This is an optimization exercise on Yosys and OpenROAD, whose aim is small area, a short achievable clock period and few clock cycles, not a production implementation.
The RTL was checked by simulation tests, not by an equivalence proof against the original design.
No activity file was given, so power comes from the tool's default toggle rates.

v6:
## rename_unit
module rename_unit (
   input  logic       clk,
   input  logic       reset_n,
   input  logic       in0_valid,
   input  logic       in0_rd_valid,
   input  logic [4:0] in0_rd,
   input  logic [4:0] in0_rs1,
   input  logic [4:0] in0_rs2,
   input  logic       in1_valid,
   input  logic       in1_rd_valid,
   input  logic [4:0] in1_rd,
   input  logic [4:0] in1_rs1,
   input  logic [4:0] in1_rs2,
   output logic       rename_ready,
   output logic [5:0] out0_prf_rs1,
   output logic [5:0] out0_prf_rs2,
   output logic [5:0] out0_prd,
   output logic [5:0] out0_prd_old,
   output logic [3:0] out0_rob_idx,
   output logic [5:0] out1_prf_rs1,
   output logic [5:0] out1_prf_rs2,
   output logic [5:0] out1_prd,
   output logic [5:0] out1_prd_old,
   output logic [3:0] out1_rob_idx,
   input  logic       complete_valid,
   input  logic [3:0] complete_idx,
   input  logic       mispredict_valid,
   input  logic [3:0] mispredict_idx,
   output logic       ret0_valid,
   output logic       ret0_wb,
   output logic [4:0] ret0_arf,
   output logic [5:0] ret0_prf,
   output logic [5:0] ret0_prf_old,
   output logic       ret1_valid,
   output logic       ret1_wb,
   output logic [4:0] ret1_arf,
   output logic [5:0] ret1_prf,
   output logic [5:0] ret1_prf_old
);
For scale: ~6,400 cells after synthesis, about 630 flip-flops, roughly 140 I/O pins, ~0.042 mm2 of cells after synthesis.
clock: 10.0 ns
lec_check: 0
abc_area: 1
cap_margin: 20
core_margin: 2
core_utilization: 25
cts_cluster_diameter: 100
cts_cluster_size: 20
place_density: 0.35
setup_slack_margin: 4.5
slew_margin: 20
synth_hierarchical: 1
synth_minimum_keep_size: 0
tns_end_percent: 5
standard.sh (not shown) runs the stock make flow with config.mk's settings and CLKGATE_MAP_FILE= SYNTH_SCRIPT=/design/flow/synth_recipe.tcl, a recipe that flattens the netlist after the stock synthesis.
==> flow/flow/run.sh <==
#!/bin/bash
# The standard layout, except that the port buffers are plain buf_2
# cells instead of the delay cells buffer_ports picks by default.
set -euo pipefail
export BUFFER_PORTS_ARGS="-buffer_cell sky130_fd_sc_hd__buf_2"
bash standard.sh > standard_flow.log 2>&1
Testbench counts of v6, summed over its fixed seeds: cycles 50,282.
Relative to v6, the following input files were edited for v7:
- removing CTS_CLUSTER_DIAMETER (formerly 100)
- removing CTS_CLUSTER_SIZE (formerly 20)
## What came out
Going from v6 to v7, final non-filler cell area saw an increase, non-clock buffer instance count of the final layout saw an increase, design internal power saw an increase, total of clock buffers placed in the layout saw an increase, top-level port count saw little to no change. v6 → v7: area growth from synthesis to final layout saw an increase; area share of buffers outside the clock network increased by 0.17 points relative to the old numbers.

========
rename_unit again, from the RTL that the note above started with.
// rename_unit
module rename_unit (
   input  logic       clk,
   input  logic       reset_n,
   input  logic       in0_valid,
   input  logic       in0_rd_valid,
   input  logic [4:0] in0_rd,
   input  logic [4:0] in0_rs1,
   input  logic [4:0] in0_rs2,
   input  logic       in1_valid,
   input  logic       in1_rd_valid,
   input  logic [4:0] in1_rd,
   input  logic [4:0] in1_rs1,
   input  logic [4:0] in1_rs2,
   output logic       rename_ready,
   output logic [5:0] out0_prf_rs1,
   output logic [5:0] out0_prf_rs2,
   output logic [5:0] out0_prd,
   output logic [5:0] out0_prd_old,
   output logic [3:0] out0_rob_idx,
   output logic [5:0] out1_prf_rs1,
   output logic [5:0] out1_prf_rs2,
   output logic [5:0] out1_prd,
   output logic [5:0] out1_prd_old,
   output logic [3:0] out1_rob_idx,
   input  logic       complete_valid,
   input  logic [3:0] complete_idx,
   input  logic       mispredict_valid,
   input  logic [3:0] mispredict_idx,
   output logic       ret0_valid,
   output logic       ret0_wb,
   output logic [4:0] ret0_arf,
   output logic [5:0] ret0_prf,
   output logic [5:0] ret0_prf_old,
   output logic       ret1_valid,
   output logic       ret1_wb,
   output logic [4:0] ret1_arf,
   output logic [5:0] ret1_prf,
   output logic [5:0] ret1_prf_old
);
Settings: LEC_CHECK=0, ABC_AREA=1, CAP_MARGIN=20, CORE_MARGIN=2, CORE_UTILIZATION=25, CTS_CLUSTER_DIAMETER=100, CTS_CLUSTER_SIZE=20, PLACE_DENSITY=0.35, SETUP_SLACK_MARGIN=4.5, SLEW_MARGIN=20, SYNTH_HIERARCHICAL=1, SYNTH_MINIMUM_KEEP_SIZE=0, TNS_END_PERCENT=0; clock period 10.0 ns.
Scripts as last shown in full above: flow/flow/run.sh
The first run passed the timing, design-rule and antenna checks.
Testbench counts at the start, summed over its fixed seeds: cycles 50,282.
Next try:
- CORE_UTILIZATION: 25 -> 35
- PLACE_DENSITY: 0.35 -> 0.45
- TNS_END_PERCENT: 0 -> 5
=> Die area fell by 28%. Clock power fell by about 7%. Count of clock-buffer cells in the layout fell by 1. Total power fell by 2.8%. Setup slack gets worse by 0.0044 ns. Sequential share of layout area rose by 0.57 points. Sequential cell count stays the same. Maximum frequency stays flat.
Next try:
- ABC_AREA: 1 -> not set
- CORE_UTILIZATION: 35 -> 25
- PLACE_DENSITY: 0.45 -> 0.35
- TNS_END_PERCENT: 5 -> 0
Clock skew hardly moves.
Clock-buffer cell count grows by 2.
Cell count went down by about a fifth.
Setup slack got worse by 0.28 ns.
Routed wire length goes down by a few percent.
Sequential power stays flat.
Next try:
- SETUP_SLACK_MARGIN: 4.5 -> 4.8
The new run completed with no timing, DRC or antenna violations.
First-iteration DRC count goes down by a little under a tenth.
Sequential power stays flat.
Combinational power barely changes.

========
Setup of v2:
Starting RTL as in the previous note.
Settings: LEC_CHECK=0, ABC_AREA=1, CAP_MARGIN=20, CORE_MARGIN=2, CORE_UTILIZATION=25, PLACE_DENSITY=0.35, SETUP_SLACK_MARGIN=4.5, SLEW_MARGIN=20, SYNTH_HIERARCHICAL=1, SYNTH_MINIMUM_KEEP_SIZE=0, TNS_END_PERCENT=5; clock period 10.0 ns.
run.sh (not shown) runs the stock make flow with config.mk's settings and CLKGATE_MAP_FILE= SYNTH_SCRIPT=/design/flow/synth_recipe.tcl, a recipe that flattens the netlist after the stock synthesis.
Stock flow here: none of the scripts above is used.
v2 completed end to end with timing, DRC and antenna clean.
Testbench counts of v2, summed over its fixed seeds: cycles 50,282.
Here is what was changed in the inputs of v13 compared with v2.
Settings: SETUP_SLACK_MARGIN now 4.9, was 4.5; CTS_CLUSTER_SIZE now 20, previously not set; CTS_CLUSTER_DIAMETER now 100, previously not set.
==> flow/flow/run.sh (new file) <==
#!/bin/bash
# The standard layout, except that the port buffers are plain buf_2
# cells instead of the delay cells buffer_ports picks by default.
set -euo pipefail
export BUFFER_PORTS_ARGS="-buffer_cell sky130_fd_sc_hd__buf_2"
bash standard.sh > standard_flow.log 2>&1
==> flow/standard.sh (new file) <==
#!/bin/bash
# synth_recipe.tcl (not shown) runs the flow's synth.tcl, then flattens the netlist and writes it again
# the make line also repeats each setting of config.mk as NAME=value (left out here)
make -C /OpenROAD-flow-scripts/flow DESIGN_CONFIG=/design/flow/config.mk WORK_HOME=/design/flow/orfs CLKGATE_MAP_FILE= SYNTH_SCRIPT=/design/flow/synth_recipe.tcl "${@:-finish}"
removed: flow/run.sh
--- outcome ---
v13 ends up with lower wire length on met2 than v2 does. Looking at wire length of the first global-routing pass, v13 sits about 3.7% lower than v2 does. v13 -> v2: complex-gate fraction of the synthesized area delta 0, exact match.
For v57, these inputs were changed with respect to v13:
Settings: changing PLACE_DENSITY from 0.35 to 0.45; removing ABC_AREA (formerly 1); changing TNS_END_PERCENT from 5 to 0; changing SETUP_SLACK_MARGIN from 4.9 to 4.5; changing CORE_UTILIZATION from 25 to 35.
Findings:
Every stage of the flow completed for v57, and the final layout passed the timing, design-rule and antenna checks.
Comparing v13 and v57, the higher combinational share of power was measured on v13.
Against v13, via count in v57 came out better.
A combinational family with the most area after synthesis of simple AND/OR/NAND/NOR gates is what v13 shows, while compound AO/OA/AOI/OAI gates belongs to v57.
Comparing v13 and v57, the higher number of buffer and inverter stages on the critical path is on v13.

[port drivers added, routing unchanged]
In the flow no input, the clock included, has a driving cell. The finished layouts below were timed again as built, in two steps. Step 1: set_driving_cell puts a clkbuf_16 on clk and a buf_2 on each other input, an assumption about the parent block. Step 2 moves the port delays by t, midway between the first and last clock arrival at a register: inputs arrive t later, outputs are due t later. That takes back most of the time a late clock gives input paths. Slacks: no drivers / after step 1 / after step 2; pairs: no drivers / after step 1.
run | t, ns | slack for setup (ns) | latest minus earliest clock arrival (ns) | worst slew at a driven data input, ns | pins driven straight from the clock port
v6 | 0.750 | 4.298 / 4.245 / 4.245 | 0.067 / 0.067 | 0.10 | 1
v7 | 0.778 | 4.313 / 4.278 / 4.278 | 0.039 / 0.039 | 0.10 | 1
the first run of note 2 | 0.750 | 4.294 / 4.249 / 4.249 | 0.067 / 0.067 | 0.11 | 1
the second run of note 2 | 0.732 | 4.290 / 4.162 / 4.162 | 0.046 / 0.046 | 0.23 | 1
the third run of note 2 | 0.734 | 4.013 / 3.948 / 3.948 | 0.051 / 0.052 | 0.17 | 1
the fourth run of note 2 | 0.759 | 3.798 / 3.730 / 3.730 | 0.043 / 0.042 | 0.14 | 1
v2 | 0.782 | 4.328 / 4.248 / 4.089 | 0.044 / 0.044 | 0.16 | 1
v13 | 0.734 | 4.259 / 4.211 / 4.211 | 0.070 / 0.071 | 0.22 | 1
v57 | 0.742 | 3.963 / 3.917 / 3.917 | 0.046 / 0.047 | 0.13 | 1
After both steps setup and hold are still met in every run listed. For v2, which loses most, drivers alone change the setup slack by -0.080 ns; drivers and shift together by -0.239 ns.
